Source: an optimization exercise on an open RTL-to-GDS flow (aim: small area, a short achievable clock period and few clock cycles). Production flows keep margins and buffers that such runs may drop. Function was checked by simulation only, so behaviour that the tests miss may differ from the original. Power figures rest on the tool's default switching activity, not on a simulated workload.

$ cat constraint.sdc
create_clock -name core_clock -period 8.0 [get_ports {clk}]
set_input_delay 1.6000 -clock core_clock [delete_from_list [all_inputs] [get_ports {clk}]]
set_output_delay 1.6000 -clock core_clock [all_outputs]
set_load 0.01 [all_outputs]
$ cat design.v
module mips_mc_core #(
    parameter logic [31:0] RESET_PC = 32'h0000_0000,
    parameter logic [4:0]  DBG_REG  = 5'd2
) (
    input  logic                  clk,
    input  logic                  rst,
    input  logic                  en,
    output logic                  mem_req,
    output logic                  mem_we,
    output logic [31:0]           mem_addr,
    output logic [31:0]           mem_wdata,
    input  logic [31:0]           mem_rdata,
    input  logic                  mem_ack,
    output logic [31:0]           pc,
    output logic [31:0]           dbg_reg,
    output logic                  halted
);
    localparam logic TRAP_EN = 1'b1;
    localparam logic [5:0] OP_R = 6'h00, OP_J = 6'h02, OP_JAL = 6'h03, OP_BEQ = 6'h04;
    localparam logic [5:0] OP_BNE = 6'h05, OP_ADDI = 6'h08, OP_ADDIU = 6'h09, OP_SLTI = 6'h0A;
    localparam logic [5:0] OP_SLTIU = 6'h0B, OP_ANDI = 6'h0C, OP_ORI = 6'h0D, OP_XORI = 6'h0E;
    localparam logic [5:0] OP_LUI = 6'h0F, OP_LW = 6'h23, OP_SW = 6'h2B;
    localparam logic [5:0] F_SLL = 6'h00, F_SRL = 6'h02, F_SRA = 6'h03, F_JR = 6'h08;
    localparam logic [5:0] F_ADD = 6'h20, F_ADDU = 6'h21, F_SUB = 6'h22, F_SUBU = 6'h23;
    localparam logic [5:0] F_AND = 6'h24, F_OR = 6'h25, F_XOR = 6'h26, F_NOR = 6'h27;
    localparam logic [5:0] F_SLT = 6'h2A, F_SLTU = 6'h2B;
    function automatic logic [32:0] ks_add32(input logic [31:0] a, input logic [31:0] b,
                                             input logic ci);
        logic [31:0] g, p, gg, pp, gn, pn;
        g = a & b;
        p = a ^ b;
        g[0] = g[0] | (p[0] & ci);
        gg = g;
        pp = p;
        for (int d = 1; d < 32; d = d * 2) begin
            gn = gg;
            pn = pp;
            for (int i = d; i < 32; i++) begin
                gn[i] = gg[i] | (pp[i] & gg[i - d]);
                pn[i] = pp[i] & pp[i - d];
            end
            gg = gn;
            pp = pn;
        end
        for (int i = 0; i < 32; i++)
            ks_add32[i] = (i == 0) ? (p[0] ^ ci) : (gg[i - 1] ? !p[i] : p[i]);
        ks_add32[32] = gg[31];
    endfunction
    function automatic logic [29:0] ks_add30(input logic [29:0] a, input logic [29:0] b,
                                             input logic ci);
        logic [29:0] g, p, gg, pp, gn, pn;
        g = a & b;
        p = a ^ b;
        g[0] = g[0] | (p[0] & ci);
        gg = g;
        pp = p;
        for (int d = 1; d < 30; d = d * 2) begin
            gn = gg;
            pn = pp;
            for (int i = d; i < 30; i++) begin
                gn[i] = gg[i] | (pp[i] & gg[i - d]);
                pn[i] = pp[i] & pp[i - d];
            end
            gg = gn;
            pp = pn;
        end
        for (int i = 0; i < 30; i++)
            ks_add30[i] = (i == 0) ? (p[0] ^ ci) : (gg[i - 1] ? !p[i] : p[i]);
    endfunction
    function automatic logic illegal(input logic [31:0] w);
        logic ok;
        if (w[31:26] == OP_R) begin
            case (w[5:0])
                F_SLL, F_SRL, F_SRA, F_JR, F_ADD, F_ADDU, F_SUB, F_SUBU,
                F_AND, F_OR, F_XOR, F_NOR, F_SLT, F_SLTU: ok = 1'b1;
                default: ok = 1'b0;
            endcase
        end else begin
            case (w[31:26])
                OP_J, OP_JAL, OP_BEQ, OP_BNE, OP_ADDI, OP_ADDIU, OP_SLTI,
                OP_SLTIU, OP_ANDI, OP_ORI, OP_XORI, OP_LUI, OP_LW, OP_SW: ok = 1'b1;
                default: ok = 1'b0;
            endcase
        end
        illegal = !ok;
    endfunction
    logic [31:0] rf_q [1:31];
    logic [31:0] fpc_q;
    logic        s_m_q, s_e_q, s_d_q, s_f_q;
    logic        halted_q;
    logic        dv_q, dill_q, dredir_q, djr31_q;
    logic [31:0] ir_q, dtgt_q;
    logic [31:1] rs_oh_q, rt_oh_q;          
    logic        rs_whit_q, rt_whit_q, rs_ehz_q, rt_ehz_q;
    logic        ev_q, eeq_q, emis_eq_q, emis_neq_q, ejr_q, elate_q;
    logic [31:0] a_q, bx_q, b_q, ealt_q;
    logic        e_sub_q, e_sum_q, e_and_q, e_or_q, e_xor_q, e_nor_q, e_slt_q, e_sltu_q;
    logic        e_sh_q, e_passb_q, e_ovfchk_q, e_we_q, e_lw_q, e_sw_q, e_shl_q, e_sha_q, e_wr31_q;
    logic        e_slow_q;                  
    logic [4:0]  e_dst_q, e_shamt_q;
    logic        wv_q;
    logic [4:0]  widx_q;
    logic [31:0] wdata_q;
    logic        mv_q, mwe_q;
    logic [4:0]  mrt_q;
    logic [31:2] maddr_q;
    logic [31:0] mwdata_q;
    logic [31:0] sum, alu_res, sh_in, sh_out, sh_res;
    logic        alu_ovf, lt_s, lt_u, e_we, e_eq, late_mis, cout;
    always_comb begin
        {cout, sum} = ks_add32(a_q, bx_q, e_sub_q);
        alu_ovf = (a_q[31] == bx_q[31]) && (sum[31] != a_q[31]);
        lt_s    = a_q[31] ^ bx_q[31] ^ cout;
        lt_u    = !cout;
        for (int i = 0; i < 32; i++) sh_in[i] = e_shl_q ? bx_q[31 - i] : bx_q[i];
        sh_out  = $unsigned($signed({e_sha_q && bx_q[31], sh_in}) >>> e_shamt_q);
        for (int i = 0; i < 32; i++) sh_res[i] = e_shl_q ? sh_out[31 - i] : sh_out[i];
        alu_res = e_sum_q ? sum :
                  ({32{e_and_q}}   & (a_q & bx_q)) |
                  ({32{e_or_q}}    & (a_q | bx_q)) |
                  ({32{e_xor_q}}   & (a_q ^ bx_q)) |
                  ({32{e_nor_q}}   & ~(a_q | bx_q)) |
                  ({32{e_sh_q}}    & sh_res) |
                  ({32{e_passb_q}} & bx_q) |
                  {31'd0, (e_slt_q && lt_s) || (e_sltu_q && lt_u)};
        e_we = ev_q && e_we_q && !(e_ovfchk_q && alu_ovf);
    end
    assign e_eq     = (a_q == bx_q);
    assign late_mis = ev_q && elate_q && (e_eq ? emis_eq_q : emis_neq_q);
    logic [31:0] faddr, fpc4, ftgt;
    logic [5:0]  f_op;
    logic        f_j, f_br, f_jr31, f_ill;
    assign faddr  = ({32{s_m_q}} & {maddr_q, 2'b00}) |
                    ({32{s_e_q}} & ealt_q) |
                    ({32{s_d_q}} & dtgt_q) |
                    ({32{s_f_q}} & fpc_q);
    assign f_op   = mem_rdata[31:26];
    assign f_j    = (f_op == OP_J) || (f_op == OP_JAL);
    assign f_br   = (f_op == OP_BEQ) || (f_op == OP_BNE);
    assign f_jr31 = (f_op == OP_R) && (mem_rdata[5:0] == F_JR) && (mem_rdata[25:21] == 5'd31);
    assign f_ill  = illegal(mem_rdata);
    assign fpc4   = {faddr[31:2] + 30'd1, faddr[1:0]};
    always_comb begin
        if (f_jr31)   ftgt = (wv_q && widx_q == 5'd31) ? wdata_q : rf_q[31];
        else if (f_j) ftgt = {fpc4[31:28], mem_rdata[25:0], 2'b00};
        else          ftgt = {ks_add30(faddr[31:2], {{14{mem_rdata[15]}}, mem_rdata[15:0]}, 1'b1),
                              faddr[1:0]};
    end
    logic [5:0]  d_op, d_fn;
    logic [4:0]  d_rs, d_rt, d_rd, d_dst;
    logic        d_is_r, d_jr, d_writes, d_wr31, d_late, d_hz_rs, d_hz_rt;
    logic [31:0] d_rf_rs, d_rf_rt, d_rs_w, d_rt_w, d_rs_val, d_rt_val, d_imm_s, d_bx, d_bx_o;
    logic        d_use_rt;
    logic        d_fw_rs, d_fw_rt, d_move, d_take, d_eq, d_beq, d_bne, d_mis_eq, d_mis_neq;
    logic        d_jr_unpred, d_ered, d_ovf_wait;
    logic        d_sub, d_sum, d_and, d_or, d_xor, d_nor, d_slt, d_sltu, d_sh, d_lui, d_jal;
    assign d_op    = ir_q[31:26];
    assign d_fn    = ir_q[5:0];
    assign d_rs    = ir_q[25:21];
    assign d_rt    = ir_q[20:16];
    assign d_rd    = ir_q[15:11];
    assign d_is_r  = (d_op == OP_R);
    assign d_jr    = d_is_r && (d_fn == F_JR);
    assign d_jal   = (d_op == OP_JAL);
    assign d_beq   = (d_op == OP_BEQ);
    assign d_bne   = (d_op == OP_BNE);
    assign d_lui   = (d_op == OP_LUI);
    assign d_imm_s = {{16{ir_q[15]}}, ir_q[15:0]};
    assign d_dst   = d_jal ? 5'd31 : (d_is_r ? d_rd : d_rt);
    always_comb begin
        if (d_is_r) d_writes = !d_jr;
        else case (d_op)
            OP_JAL, OP_ADDI, OP_ADDIU, OP_SLTI, OP_SLTIU, OP_ANDI, OP_ORI, OP_XORI, OP_LUI:
                d_writes = 1'b1;
            default: d_writes = 1'b0;
        endcase
        d_writes = d_writes && (d_dst != 5'd0);
        d_wr31   = (d_writes && d_dst == 5'd31) || (d_op == OP_LW && d_rt == 5'd31);
        d_sub  = d_is_r ? (d_fn == F_SUB || d_fn == F_SUBU || d_fn == F_SLT || d_fn == F_SLTU)
                        : (d_op == OP_SLTI || d_op == OP_SLTIU);
        d_and  = d_is_r ? (d_fn == F_AND) : (d_op == OP_ANDI);
        d_or   = d_is_r ? (d_fn == F_OR)  : (d_op == OP_ORI);
        d_xor  = d_is_r ? (d_fn == F_XOR) : (d_op == OP_XORI);
        d_nor  = d_is_r && (d_fn == F_NOR);
        d_slt  = d_is_r ? (d_fn == F_SLT)  : (d_op == OP_SLTI);
        d_sltu = d_is_r ? (d_fn == F_SLTU) : (d_op == OP_SLTIU);
        d_sh   = d_is_r && (d_fn == F_SLL || d_fn == F_SRL || d_fn == F_SRA);
        d_sum  = !(d_and || d_or || d_xor || d_nor || d_slt || d_sltu || d_sh || d_lui || d_jal);
    end
    always_comb begin
        d_rf_rs = 32'd0;
        d_rf_rt = 32'd0;
        for (int i = 1; i < 32; i++) begin
            d_rf_rs = d_rf_rs | ({32{rs_oh_q[i]}} & rf_q[i]);
            d_rf_rt = d_rf_rt | ({32{rt_oh_q[i]}} & rf_q[i]);
        end
    end
    assign d_rs_w   = rs_whit_q ? wdata_q : d_rf_rs;
    assign d_rt_w   = rt_whit_q ? wdata_q : d_rf_rt;
    assign d_hz_rs  = rs_ehz_q;
    assign d_hz_rt  = rt_ehz_q;
    assign d_fw_rs  = d_hz_rs && !e_slow_q;
    assign d_fw_rt  = d_hz_rt && !e_slow_q;
    assign d_ovf_wait = e_slow_q && (d_hz_rs || d_hz_rt);
    assign d_rs_val = d_fw_rs ? alu_res : d_rs_w;
    assign d_rt_val = d_fw_rt ? alu_res : d_rt_w;
    assign d_eq     = (d_rs_w == d_rt_w);
    assign d_late   = d_hz_rs || d_hz_rt;
    assign d_use_rt = d_is_r || d_beq || d_bne;
    always_comb begin
        if (d_use_rt)                                                  d_bx_o = d_rt_w;
        else if (d_op == OP_ANDI || d_op == OP_ORI || d_op == OP_XORI) d_bx_o = {16'h0000, ir_q[15:0]};
        else if (d_lui)                                                d_bx_o = {ir_q[15:0], 16'h0000};
        else if (d_jal)                                                d_bx_o = fpc_q;
        else                                                           d_bx_o = d_imm_s;
        d_bx = (d_use_rt && d_fw_rt) ? (alu_res ^ {32{d_sub}}) : (d_bx_o ^ {32{d_sub}});
    end
    assign d_mis_eq    = (d_beq && !ir_q[15]) || (d_bne && ir_q[15]);
    assign d_mis_neq   = (d_bne && !ir_q[15]) || (d_beq && ir_q[15]);
    assign d_jr_unpred = d_jr && !(djr31_q && dredir_q);
    assign d_ered      = d_jr_unpred || (!d_late && (d_eq ? d_mis_eq : d_mis_neq));
    assign d_move = dv_q && !dill_q && !s_e_q && !late_mis && !d_ovf_wait;    
    assign d_take = !dv_q || s_e_q || (d_move);               
    logic d_move_s, d_take_s;
    assign d_move_s = dv_q && !dill_q && !s_e_q && !d_ovf_wait;
    assign d_take_s = !dv_q || s_e_q || d_move_s;
    assign pc        = fpc_q;
    assign dbg_reg   = rf_q[DBG_REG];
    assign halted    = halted_q;
    assign mem_req   = !rst && !halted_q;
    assign mem_we    = mwe_q;
    assign mem_wdata = mwdata_q;
    assign mem_addr  = faddr;
    logic        adv;
    logic        f_dredir;
    logic        n_mv, n_ered, n_dsel, n_dv, n_dill, n_ev, n_wv;
    assign adv = en && mem_ack;                  
    assign f_dredir = f_j || (f_br && mem_rdata[15]) ||
                      (f_jr31 && !(d_move_s && d_wr31) && !(ev_q && e_wr31_q));
    always_comb begin
        if (mv_q) begin
            n_mv   = 1'b0;
            n_ered = ev_q && (ejr_q || (!elate_q && (eeq_q ? emis_eq_q : emis_neq_q)));
            n_dsel = dv_q && dredir_q;
            n_dv   = dv_q;
            n_dill = dill_q;
            n_ev   = ev_q;
            n_wv   = !mwe_q;
        end else begin
            n_mv   = ev_q && (e_lw_q || e_sw_q);
            n_ered = late_mis || (d_move && d_ered);
            n_dsel = d_take_s ? f_dredir : (dv_q && dredir_q);
            n_dv   = 1'b1;
            n_dill = d_take_s ? f_ill : dill_q;
            n_ev   = late_mis || d_move;
            n_wv   = ev_q && e_we_q;
        end
    end
    always_ff @(posedge clk) begin
        if (rst) begin
            fpc_q    <= RESET_PC;
            dv_q     <= 1'b0;
            ev_q     <= 1'b0;
            mv_q     <= 1'b0;
            mwe_q    <= 1'b0;
            s_m_q    <= 1'b0;
            s_e_q    <= 1'b0;
            s_d_q    <= 1'b0;
            s_f_q    <= 1'b1;
            halted_q <= 1'b0;
        end else if (adv) begin
            mv_q     <= n_mv;
            mwe_q    <= n_mv && e_sw_q;
            dv_q     <= n_dv;
            ev_q     <= n_ev;
            s_m_q    <= n_mv;
            s_e_q    <= !n_mv && n_ered;
            s_d_q    <= !n_mv && !n_ered && n_dsel;
            s_f_q    <= !n_mv && !n_ered && !n_dsel;
            halted_q <= TRAP_EN && n_dv && n_dill && !n_ev && !n_mv && !n_wv;
            if (!mv_q && d_take) fpc_q <= f_ill ? faddr : fpc4;
        end
    end
    always_ff @(posedge clk) begin
        if (adv) begin
            if (!mv_q) begin
                if (d_take) begin
                    ir_q     <= mem_rdata;
                    for (int i = 1; i < 32; i++) begin
                        rs_oh_q[i] <= (mem_rdata[25:21] == 5'(i));
                        rt_oh_q[i] <= (mem_rdata[20:16] == 5'(i));
                    end
                    dill_q   <= f_ill;
                    dtgt_q   <= ftgt;
                    djr31_q  <= f_jr31;
                    dredir_q <= f_dredir;
                end
                if (late_mis) begin
                    ejr_q   <= 1'b1;
                    elate_q <= 1'b0;
                end else if (d_move) begin
                    a_q        <= d_rs_val;
                    b_q        <= d_rt_val;
                    bx_q       <= d_bx;
                    eeq_q      <= d_eq;
                    emis_eq_q  <= d_mis_eq;
                    emis_neq_q <= d_mis_neq;
                    elate_q    <= d_late && (d_beq || d_bne);
                    ejr_q      <= d_jr_unpred;
                    ealt_q     <= (d_jr && d_fw_rs) ? alu_res :
                                  (d_jr ? d_rs_w : (ir_q[15] ? fpc_q : dtgt_q));
                    e_sub_q    <= d_sub;
                    e_sum_q    <= d_sum;
                    e_and_q    <= d_and;
                    e_or_q     <= d_or;
                    e_xor_q    <= d_xor;
                    e_nor_q    <= d_nor;
                    e_slt_q    <= d_slt;
                    e_sltu_q   <= d_sltu;
                    e_sh_q     <= d_sh;
                    e_passb_q  <= d_lui || d_jal;
                    e_ovfchk_q <= d_is_r ? (d_fn == F_ADD || d_fn == F_SUB) : (d_op == OP_ADDI);
                    e_we_q     <= d_writes;
                    e_lw_q     <= (d_op == OP_LW);
                    e_sw_q     <= (d_op == OP_SW);
                    e_shl_q    <= (d_fn[1:0] == 2'b00);
                    e_sha_q    <= d_fn[0] && d_fn[1];
                    e_wr31_q   <= d_wr31;
                    e_dst_q    <= d_dst;
                    e_shamt_q  <= ir_q[10:6];
                    e_slow_q   <= (d_is_r ? (d_fn == F_ADD || d_fn == F_SUB) : (d_op == OP_ADDI)) ||
                                  (d_op == OP_LW);
                end
                mrt_q    <= e_dst_q;           
                maddr_q  <= sum[31:2];
                mwdata_q <= b_q;
            end
        end
    end
    always_ff @(posedge clk) begin
        if (rst) begin
            wv_q <= 1'b0;
        end else begin
            wv_q <= adv && (mv_q ? (!mwe_q && mrt_q != 5'd0) : e_we);
        end
    end
    always_ff @(posedge clk) begin
        widx_q  <= mv_q ? mrt_q : e_dst_q;
        wdata_q <= mv_q ? mem_rdata : alu_res;
    end
    logic       n_wv_x;
    logic [4:0] n_widx, n_rs, n_rt;
    logic       d_wr_any;
    assign n_wv_x   = mv_q ? (!mwe_q && mrt_q != 5'd0) : e_we;
    assign n_widx   = mv_q ? mrt_q : e_dst_q;
    assign n_rs     = (!mv_q && d_take) ? mem_rdata[25:21] : d_rs;
    assign n_rt     = (!mv_q && d_take) ? mem_rdata[20:16] : d_rt;
    assign d_wr_any = d_writes || (d_op == OP_LW && d_rt != 5'd0);
    always_ff @(posedge clk) begin
        if (rst) begin
            rs_whit_q <= 1'b0;
            rt_whit_q <= 1'b0;
            rs_ehz_q  <= 1'b0;
            rt_ehz_q  <= 1'b0;
        end else begin
            rs_whit_q <= adv && n_wv_x && (n_widx == n_rs);
            rt_whit_q <= adv && n_wv_x && (n_widx == n_rt);
            if (adv && !mv_q) begin
                rs_ehz_q <= d_move && d_wr_any && (d_dst == mem_rdata[25:21]);
                rt_ehz_q <= d_move && d_wr_any && (d_dst == mem_rdata[20:16]);
            end
        end
    end
    logic [31:0] w_data;
    logic [31:1] w_en;
    always_comb begin
        w_data = rst ? 32'd0 : wdata_q;
        for (int i = 1; i < 32; i++)
            w_en[i] = rst || (wv_q && (widx_q == 5'(i)));
    end
    always_ff @(posedge clk) begin
        for (int i = 1; i < 32; i++)
            if (w_en[i]) rf_q[i] <= w_data;
    end
endmodule
$ cat run.sh
#!/bin/bash
# synth_recipe.tcl (not shown) runs the flow's synth.tcl, then flattens the netlist and writes it again
# the make line also repeats each setting of config.mk as NAME=value (left out here)
make -C /OpenROAD-flow-scripts/flow DESIGN_CONFIG=/design/flow/config.mk WORK_HOME=/design/flow/orfs CLKGATE_MAP_FILE= SYNTH_SCRIPT=/design/flow/synth_recipe.tcl finish
$ cat config.mk
export PLATFORM = sky130hd
export DESIGN_NAME = mips_mc_core
export DESIGN_NICKNAME = mips_mc_core
export VERILOG_FILES = /design/flow/design.v
export SDC_FILE = /design/flow/constraint.sdc
export NUM_CORES = 4
export LEC_CHECK = 0
export CAP_MARGIN = 35
export CORE_MARGIN = 2
export CORE_UTILIZATION = 38
export PLACE_DENSITY = 0.55
export SETUP_SLACK_MARGIN = 4.3
export SLEW_MARGIN = 30
==> impl_metrics.env <==
export IMPL_worst_pin_slew_ps=1110
export IMPL_power_density_nw_per_um2=204
export IMPL_synth_cell_type_count=87
export IMPL_cp_arrival_ps=4700
export IMPL_worstPathRequired_ps=8630
export IMPL_overflow=0
export IMPL_pwr_share_comb_pct=9.5
export IMPL_seqPwrFrac_pct=49.3
export IMPL_area_growth_syn_to_layout_pct=27.1
export IMPL_multi_input_comb_area_um2=28200
export IMPL_min_period_ps=4070
export IMPL_finClkSkew_ps=26.7
export IMPL_synthesis_nets=5519
export IMPL_vias=61500
export IMPL_routed_via_density=7.26
export IMPL_power_switching_uw=4660
export IMPL_rows=156
export IMPL_die_w_um=430
export IMPL_die_area_um2=185000
export IMPL_numCtsBuffers=156
export IMPL_core_um2=181000
export IMPL_num_fill_cells=15800
export IMPL_setup_tns_final_ps=0
export IMPL_ys_flop_type="edfxtp_1"
export IMPL_rsz0062_at_grt="yes"
export IMPL_synthCells=5386
export IMPL_slew_headroom_pct=25.9
export IMPL_io_pins=167
export IMPL_hold_class="flop to flop"
export IMPL_peakVddDrop_mv=0.227
export IMPL_synthTopCellsByArea="edfxtp_1 (59%), a221oi_1 (4.5%), a22oi_1 (4.3%)"
export IMPL_hold_violations=0
export IMPL_p_clk_share_pct=41.3
export IMPL_clk_pin_slew_ps=70
export IMPL_grt_pass1_wl_um=491000
export IMPL_antenna_found_initial=17
export IMPL_gp_congestion=0.986
export IMPL_yosysTopAreaCellShare_pct=58.7
export IMPL_ys_warn_count=2
export IMPL_setup_violations=0
export IMPL_fin_cells=8462
export IMPL_drive_gt1_share_pct=24.9
export IMPL_ys_seq_area_share_pct=61.1
export IMPL_io_buffers=166
export IMPL_clk_latency_ps=840
export IMPL_synth_area_per_cell_um2=12.8
export IMPL_post_drt_wl_per_cell_um=44.1
export IMPL_cap_violations=0
export IMPL_synth_edf_count=1349
export IMPL_h_tree_depth=4
export IMPL_dr_pass1_iters=10
export IMPL_placedCellCount=7787
export IMPL_start_util_pct=38.2
export IMPL_worstSetupEndpointType="flop"
export IMPL_final_cell_area_um2=87800
export IMPL_p_leak_uw=0.0309
export IMPL_grt_pass1_vias=56900
export IMPL_grt_usage_pct=38.7
export IMPL_max_freq_mhz=246
export IMPL_fp_dieH_um=430
export IMPL_clk_path_buf_depth=3
export IMPL_cts_tree="yes"
export IMPL_cts_root_buf="clkbuf_16"
export IMPL_drcViolationCount=0
export IMPL_synth_seq_cells=1432
export IMPL_startpoint_type="primary input"
export IMPL_final_antenna_net_count=0
export IMPL_p_int_uw=13300
export IMPL_grt_max_degree=121
export IMPL_sw_frac_of_total_pct=26.0
export IMPL_cts_sink_count=1432
export IMPL_worst_path_max_fanout=6
export IMPL_yosys_area_top_type="edfxtp_1"
export IMPL_wl_um=373000
export IMPL_crit_type="primary input to flop"
export IMPL_placedInstanceArea_um2=74900
export IMPL_post_route_period_util_pct=50.9
export IMPL_synthTopCellsByCount="edfxtp_1 (1,349), a22oi_1 (394), a221oi_1 (353), nand2_1 (349), clkbuf_1 (334)"
export IMPL_outcome="timing/DRC/antenna clean"
export IMPL_drt_iter0_drc=11700
export IMPL_async_reset_ff_share_pct=0
export IMPL_yosysMostFrequentCell="edfxtp_1"
export IMPL_dp_hpwl_um=223000
export IMPL_slew_violations=0
export IMPL_nets=6075
export IMPL_syn_cell_area_um2=69100
export IMPL_seqCellArea_um2=42200
## final timing paths
path,start,to,slack (ps),cells past startpoint
worst max-delay path,mem_rdata[5],dtgt_q[31],3930,12
worst min-delay path,b_q[15],mwdata_q[15],410,0
worst max register to register,mv_q,dtgt_q[31],3940,16
worst min register to register,b_q[15],mwdata_q[15],410,0
## power by group through the flow
stage	clock network, uW	registers, uW	logic, uW
detailed placement	0	8970	1360
finish	7400	8830	1690
floorplan	0	8870	683
global route	7700	8840	1690
CTS	7410	8800	1530
global placement	0	8970	1330
## stage by stage
stage / utilization (%) / setup WS (ps) / hold WS [ps] / total power [uW]
detailed placement: 41.4 / 2010 / 406 / 10300
finish: 48.6 / 3930 / 413 / 17900
global route: 48.5 / 3860 / 418 / 18200
floorplan: - / 1060 / 400 / 9550
CTS: 47.1 / 4010 / 415 / 17700
global placement: 41.1 / 2060 / 405 / 10300
## flip-flops by register name, summed over array words and instances, names as in the netlist, 5 cells and up, named ones only
register and cells:
ir_q 32, a_q 32, mwdata_q 32, b_q 32, rf_q 992, fpc_q 32, rt_oh_q 31, maddr_q 30
e_shamt_q 5, dtgt_q 32, mrt_q 5, ealt_q 32, bx_q 32, e_dst_q 5, widx_q 5, rs_oh_q 31
wdata_q 32
## final cells by class
type / count / share of cell area, %
flip-flops and latches: 1432 / 48.1
repair buffers: 785 / 9.94
diodes: 17 / 0.0485
repair inverters: 4 / 0.0342
clock inverters: 93 / 1.07
well taps: 2370 / 3.38
inverters: 116 / 0.547
multi-input cells: 3447 / 32.1
clock buffers: 198 / 4.81
## per-layer routing
metal	share of wire (%)	vias to the layer above	wire [um]	global-route usage, %
met5	0.11	-	414	0.156
met4	10	22	38900	31.1
met2	42	6250	156000	56.4
met3	15	1932	54500	15.6
li1	-	23100	-	-
met1	33	30200	123000	45.0
## cells in the final DEF (no fill, tap or decap), types with 40 or more instances in the layout
cell type        count
edfxtp_1          1349
buf_4              386
a22oi_1            354
a22o_1             320
a221oi_1           307
nand2_1            295
a21oi_1            224
nor2_1             205
clkbuf_16          164
nand4_1            155
mux2i_1            136
o21ai_0            122
nand3_1            119
clkdlybuf4s50_1    109
xnor2_1            106
inv_1              101
buf_6               98
buf_12              80
dfxtp_1             74
ha_1                60
mux2_2              50
nor3_1              49
nor2b_1             45
a221oi_2            43
nand2_2             42
mux4_2              41
a22oi_2             40
## logic make-up (layout without fill, tap and decap cells)
kind of cell / count (synthesis) / count (layout) / share of synthesized area, %
fa+ha+maj: 97 / 97 / 1.79
flops: 1432 / 1432 / 61.1
buf+inv: 507 / 1196 / 2.86
simple gates: 1103 / 1103 / 7.72
other cells: 0 / 17 / 0
xor+xnor: 164 / 164 / 2.08
mux: 258 / 258 / 4.59
compound gates: 1825 / 1825 / 19.9
## timing repair
item / CTS / global route
gates resized for setup: 721 / 329
buffers inserted: 213 / 121
endpoints found under the setup margin: 565 / 346
hold buffers: 0 / 0
gates cloned: 25 / 7
pin swaps: 136 / 164
## worst max-delay path: stages
cell and delay [ps]:
buf_2 270, ha_4 270, o21a_1 200, o21ai_4 190, a311oi_4 90, o32ai_4 410
a211oi_2 150, o41a_1 490, o31a_1 380, a211oi_2 240, xnor2_1 100, a221oi_1 320
Testbench counts, summed over its fixed seeds: cycles 130,410.

==> separate check: timing with driven ports <==
The flow's constraints put no driver on any port. The routed layout listed below was extracted and timed again, unchanged, in two steps.
Step 1: set_driving_cell puts a clkbuf_16 on clk and a buf_2 on each other input, an assumption about the parent block.
Step 2 moves the port delays by t, midway between the first and last clock arrival at a register: inputs arrive t later, outputs are due t later. That takes back most of the time a late clock gives input paths.
Three values: ideal, step 1, step 2; two values: the first two.
shift t [ns]: 0.911
setup WS [ns]: 3.932 / 3.878 / 3.048
latest minus earliest clock arrival (ns): 0.027 / 0.027
slew at the worst register clock pin (ns): 0.07 / 0.07
After both steps setup and hold are still met in this run. For this run, drivers alone change the setup slack by -0.054 ns; drivers and shift together by -0.884 ns.
